This is an optimization exercise on Yosys and OpenROAD, whose aim is small area, a short achievable clock period and few clock cycles per item, not a production implementation. The RTL was checked by simulation tests, not by an equivalence proof against the original design. Power is estimated from default activity; no workload was simulated.

## run 1
==> flow/design.v <==
`default_nettype none
module byte_stream_find_replace #(
  parameter int MAX_PATTERN     = 16,
  parameter int MAX_REPLACEMENT = 16
) (
  input  wire logic        clk,
  input  wire logic        rst_n,
  input  wire logic        cfg_we,
  input  wire logic [2:0]  cfg_index,
  input  wire logic [63:0] cfg_wdata,
  input  wire logic        in_tvalid,
  output logic             in_tready,
  input  wire logic [7:0]  in_tdata,
  input  wire logic        in_tlast,
  output logic             out_tvalid,
  input  wire logic        out_tready,
  output logic [7:0]       out_tdata,
  output logic             out_tuser,
  output logic             out_tlast
);
  localparam int DEPTH = 16;
  localparam int AW    = 4;
  logic         pzero_r;
  logic [3:0]   pm1_r;
  logic         rzero_r;
  logic [3:0]   rm1_r;
  logic [127:0] pat_r;
  logic [127:0] rep_r;
  logic [4:0]   wlen;
  logic         plen_we;
  assign wlen    = (cfg_wdata[4] && (cfg_wdata[3:0] != 4'd0)) ? 5'd16 : cfg_wdata[4:0];
  assign plen_we = cfg_we && (cfg_index == 3'd0);
  always_ff @(posedge clk) begin
    if (!rst_n) begin
      pzero_r <= 1'b1;
      pm1_r   <= '0;
      rzero_r <= 1'b1;
      rm1_r   <= '0;
      pat_r   <= '0;
      rep_r   <= '0;
    end else if (cfg_we) begin
      case (cfg_index)
        3'd0: begin pzero_r <= (wlen == 5'd0); pm1_r <= 4'(wlen - 5'd1); end
        3'd1: pat_r[63:0]   <= cfg_wdata;
        3'd2: pat_r[127:64] <= cfg_wdata;
        3'd3: begin rzero_r <= (wlen == 5'd0); rm1_r <= 4'(wlen - 5'd1); end
        3'd4: rep_r[63:0]   <= cfg_wdata;
        3'd5: rep_r[127:64] <= cfg_wdata;
        default: ;
      endcase
    end
  end
  logic        rdy_r;
  logic        v1_r;
  logic [7:0]  b1_r;
  logic        l1_r;
  logic [15:0] eq1_r;
  logic        eqp_r;
  logic [15:0] eq_in;
  logic        v1_nxt;
  always_comb begin
    for (int k = 0; k < 16; k++) begin
      eq_in[k] = (in_tdata == pat_r[8*k +: 8]);
    end
  end
  logic [15:0] pm_oh;
  logic [15:0] rm_oh;
  logic        eqp_in;
  always_comb begin
    for (int k = 0; k < 16; k++) begin
      pm_oh[k] = !pzero_r && (pm1_r == 4'(k));
      rm_oh[k] = (rm1_r == 4'(k));
    end
    eqp_in = |(eq_in & pm_oh);
  end
  assign in_tready = rdy_r;
  assign v1_nxt    = rdy_r ? in_tvalid : v1_r;
  always_ff @(posedge clk) begin
    if (!rst_n) begin
      v1_r <= 1'b0;
    end else begin
      v1_r <= v1_nxt;
    end
  end
  always_ff @(posedge clk) begin
    if (rdy_r) begin
      b1_r  <= in_tdata;
      l1_r  <= in_tlast;
      eq1_r <= eq_in;
      eqp_r <= eqp_in;
    end
  end
  logic [9:0]    mem_r [DEPTH];    
  logic [AW:0]   wr_ptr_r;
  logic [AW:0]   c_ptr_r;
  logic [AW:0]   rd_ptr_r;
  logic [AW:0]   wr_nxt;
  logic [AW:0]   c_nxt;
  logic [3:0]    w_r;
  logic [3:0]    w_nxt;
  logic [15:0]   d_r;
  logic [15:0]   d_new;
  logic [15:0]   d_nxt;
  logic          pfx_r;           
  logic          full_r;          
  logic          go;
  logic          match;
  logic          commit_all;
  logic          wr_rep;
  logic          nf_nxt;
  assign go         = v1_r && rdy_r;
  assign match      = pfx_r && eqp_r;
  assign commit_all = l1_r || pzero_r;
  assign wr_rep     = !rzero_r || l1_r;
  assign d_new      = {d_r[14:0], 1'b1} & eq1_r;
  always_comb begin
    wr_nxt = wr_ptr_r;
    c_nxt  = c_ptr_r;
    w_nxt  = w_r;
    d_nxt  = d_r;
    if (plen_we) begin
      wr_nxt = c_ptr_r;
      w_nxt  = '0;
      d_nxt  = '0;
    end else if (go) begin
      if (match) begin
        c_nxt  = c_ptr_r + (wr_rep ? 1'b1 : 1'b0);
        wr_nxt = c_ptr_r + (wr_rep ? 1'b1 : 1'b0);
        w_nxt  = '0;
        d_nxt  = '0;
      end else if (commit_all) begin
        c_nxt  = wr_ptr_r + 1'b1;
        wr_nxt = wr_ptr_r + 1'b1;
        w_nxt  = '0;
        d_nxt  = '0;
      end else if (full_r) begin
        c_nxt  = c_ptr_r + 1'b1;
        wr_nxt = wr_ptr_r + 1'b1;
        d_nxt  = d_new;
      end else begin
        wr_nxt = wr_ptr_r + 1'b1;
        w_nxt  = w_r + 1'b1;
        d_nxt  = d_new;
      end
    end
  end
  assign nf_nxt = !((wr_nxt[AW-1:0] == rd_ptr_r[AW-1:0]) && (wr_nxt[AW] != rd_ptr_r[AW]));
  always_ff @(posedge clk) begin
    if (!rst_n) begin
      rdy_r    <= 1'b1;
      wr_ptr_r <= '0;
      c_ptr_r  <= '0;
      w_r      <= '0;
      d_r      <= '0;
      pfx_r    <= 1'b0;
      full_r   <= 1'b0;
    end else begin
      rdy_r    <= !v1_nxt || nf_nxt;
      wr_ptr_r <= wr_nxt;
      c_ptr_r  <= c_nxt;
      w_r      <= w_nxt;
      d_r      <= d_nxt;
      pfx_r    <= |({d_nxt[14:0], 1'b1} & pm_oh);
      full_r   <= (w_nxt == pm1_r);
    end
  end
  always_ff @(posedge clk) begin
    for (int i = 0; i < DEPTH; i++) begin
      if (go && (match ? (wr_rep && (c_ptr_r[AW-1:0] == AW'(i)))
                       : (wr_ptr_r[AW-1:0] == AW'(i)))) begin
        mem_r[i] <= {match, l1_r, b1_r};
      end
    end
  end
  logic [9:0]  head;
  logic [7:0]  repb;
  logic        h_valid;
  logic        h_rep;
  logic        load;
  logic        step;
  logic        fin;
  logic [15:0] rd_oh_r;
  logic [15:0] ix_oh_r;
  logic [15:0] ix_oh_nxt;
  logic        idxl_r;             
  logic        ovalid_r;
  logic [7:0]  odata_r;
  logic        ouser_r;
  logic        olast_r;
  always_comb begin
    head = '0;
    repb = '0;
    for (int i = 0; i < DEPTH; i++) begin
      head = head | (mem_r[i] & {10{rd_oh_r[i]}});
      repb = repb | (rep_r[8*i +: 8] & {8{ix_oh_r[i]}});
    end
  end
  assign h_rep     = head[9];
  assign h_valid   = (rd_ptr_r != c_ptr_r);
  assign load      = !ovalid_r || out_tready;
  assign step      = load && h_valid;
  assign fin       = !h_rep || rzero_r || idxl_r;
  assign ix_oh_nxt = !step ? ix_oh_r : (fin ? 16'd1 : {ix_oh_r[14:0], 1'b0});
  always_ff @(posedge clk) begin
    if (!rst_n) begin
      ovalid_r <= 1'b0;
      rd_ptr_r <= '0;
      rd_oh_r  <= 16'd1;
      ix_oh_r  <= 16'd1;
      idxl_r   <= 1'b0;
    end else begin
      if (load) begin
        ovalid_r <= h_valid;
      end
      if (step && fin) begin
        rd_ptr_r <= rd_ptr_r + 1'b1;
        rd_oh_r  <= {rd_oh_r[14:0], rd_oh_r[15]};
      end
      ix_oh_r <= ix_oh_nxt;
      idxl_r  <= |(ix_oh_nxt & rm_oh);
    end
  end
  always_ff @(posedge clk) begin
    if (step) begin
      odata_r <= !h_rep ? head[7:0] : (rzero_r ? 8'd0 : repb);
      ouser_r <= !(h_rep && rzero_r);
      olast_r <= head[8] && fin;
    end
  end
  assign out_tvalid = ovalid_r;
  assign out_tdata  = odata_r;
  assign out_tuser  = ouser_r;
  assign out_tlast  = olast_r;
endmodule
`default_nettype wire
==> flow/config.mk <==
export PLATFORM = sky130hd
export DESIGN_NAME = byte_stream_find_replace
export DESIGN_NICKNAME = byte_stream_find_replace
export VERILOG_FILES = /design/flow/design.v
export SDC_FILE = /design/flow/constraint.sdc
export NUM_CORES = 4
export LEC_CHECK = 0
export CAP_MARGIN = 20
export CORE_MARGIN = 2
export CORE_UTILIZATION = 60
export SETUP_SLACK_MARGIN = 4.0
export SLEW_MARGIN = 20
==> flow/constraint.sdc <==
create_clock -name core_clock -period 6.5 [get_ports {clk}]
set_input_delay 1.3000 -clock core_clock [delete_from_list [all_inputs] [get_ports {clk}]]
set_output_delay 1.3000 -clock core_clock [all_outputs]
set_load 0.01 [all_outputs]
standard.sh (not shown) runs the stock make flow with config.mk's settings and CLKGATE_MAP_FILE= SYNTH_SCRIPT=/design/flow/synth_recipe.tcl, a recipe that flattens the netlist after the stock synthesis.
==> flow/flow/run.sh <==
#!/bin/bash
# Standard layout, with two changes: the clock tree uses no dummy loads, and
# ports are buffered with buf_2 cells. The make output goes to make.log here;
# each ORFS step keeps its own log under orfs/logs.
set -euo pipefail
export CTS_ARGS="-sink_clustering_enable -repair_clock_nets -dont_use_dummy_load"
export BUFFER_PORTS_ARGS="-buffer_cell sky130_fd_sc_hd__buf_2"
bash standard.sh finish > make.log 2>&1
Testbench counts of run 1, summed over its fixed seeds: cycles 95,180, items 28,800.
### run 1 -> run 2
Settings: an added CTS_BUF_LIST of sky130_fd_sc_hd__clkbuf_8; an added CTS_CLUSTER_SIZE of 20.
==> flow/run.sh (new file) <==
#!/bin/bash
# synth_recipe.tcl (not shown) runs the flow's synth.tcl, then flattens the netlist and writes it again
# the make line also repeats each setting of config.mk as NAME=value (left out here)
make -C /OpenROAD-flow-scripts/flow DESIGN_CONFIG=/design/flow/config.mk WORK_HOME=/design/flow/orfs CLKGATE_MAP_FILE= SYNTH_SCRIPT=/design/flow/synth_recipe.tcl finish
removed: flow/flow/run.sh
removed: flow/standard.sh
==> comparison <==
Run 2 against run 1: total inserted antenna cells stayed essentially flat; worst hold slack stayed essentially flat; power consumption rose by 350 uW; final setup slack of the worst path fell by 0.064 ns.
> inputs changed (run 2 -> run 3)
Settings: changing SETUP_SLACK_MARGIN from 4.0 to 4.2; removing CTS_CLUSTER_SIZE (formerly 20); removing CTS_BUF_LIST (formerly sky130_fd_sc_hd__clkbuf_8).
[summary]
Run 3 vs. run 2: routed metal-1 wire length went up 2.3%, clock skew went down 0.018 ns, maximum number of pins on one net before global-route repair went up about 60%.
## Diff of input files: run 4 against run 3
Settings: a change of SETUP_SLACK_MARGIN from 4.2 to 4.0; a change of CORE_UTILIZATION from 60 to 70.
### Flow results
Sort run 3 and run 4 by fill cell total of the finished layout desc -> top: run 3. Core area, run 4 vs run 3: down by more than 10%. In the tables for run 3 and run 4, sequential share of layout area reads lower with run 3. Going from run 3 to run 4, horizontal extent of the die shrank by a little under 10%. The area fraction of clock buffers and clock inverters of run 4 and that of run 3 are within noise of each other. Period utilization for run 4: 1.4 points up relative to run 3.

==> what the ideal ports hide <==
How much do the figures lean on ideal ports? The routed layouts below were timed once more, with nothing changed but the port constraints.
Step 1, drivers: a clkbuf_16 drives clk and a buf_2 each remaining input, both assumed.
Step 2 times the ports against the registers' clock, not the clock port: input delays grow and output delays shrink by t, the midpoint of the rising clock arrivals with the driver on.
a / b / c = ideal ports / drivers / drivers and shift; a / b = the first two.
run | t, ns | setup WS [ns] | hold slack, ns | latest minus earliest clock arrival (ns) | worst data-port slew with drivers (ns)
run 1 | 0.637 | 4.021 / 3.987 / 3.381 | 0.454 / 0.454 / 0.454 | 0.045 / 0.046 | 0.13
run 2 | 0.694 | 3.957 / 3.905 / 3.259 | 0.455 / 0.455 / 0.455 | 0.042 / 0.042 | 0.10
run 3 | 0.662 | 4.021 / 4.025 / 3.363 | 0.455 / 0.455 / 0.455 | 0.028 / 0.028 | 0.10
run 4 | 0.623 | 3.933 / 3.939 / 3.316 | 0.455 / 0.455 / 0.455 | 0.026 / 0.027 | 0.09
After both steps setup and hold are still met in every run listed. For run 2, which loses most, drivers alone change the setup slack by -0.052 ns; drivers and shift together by -0.698 ns.
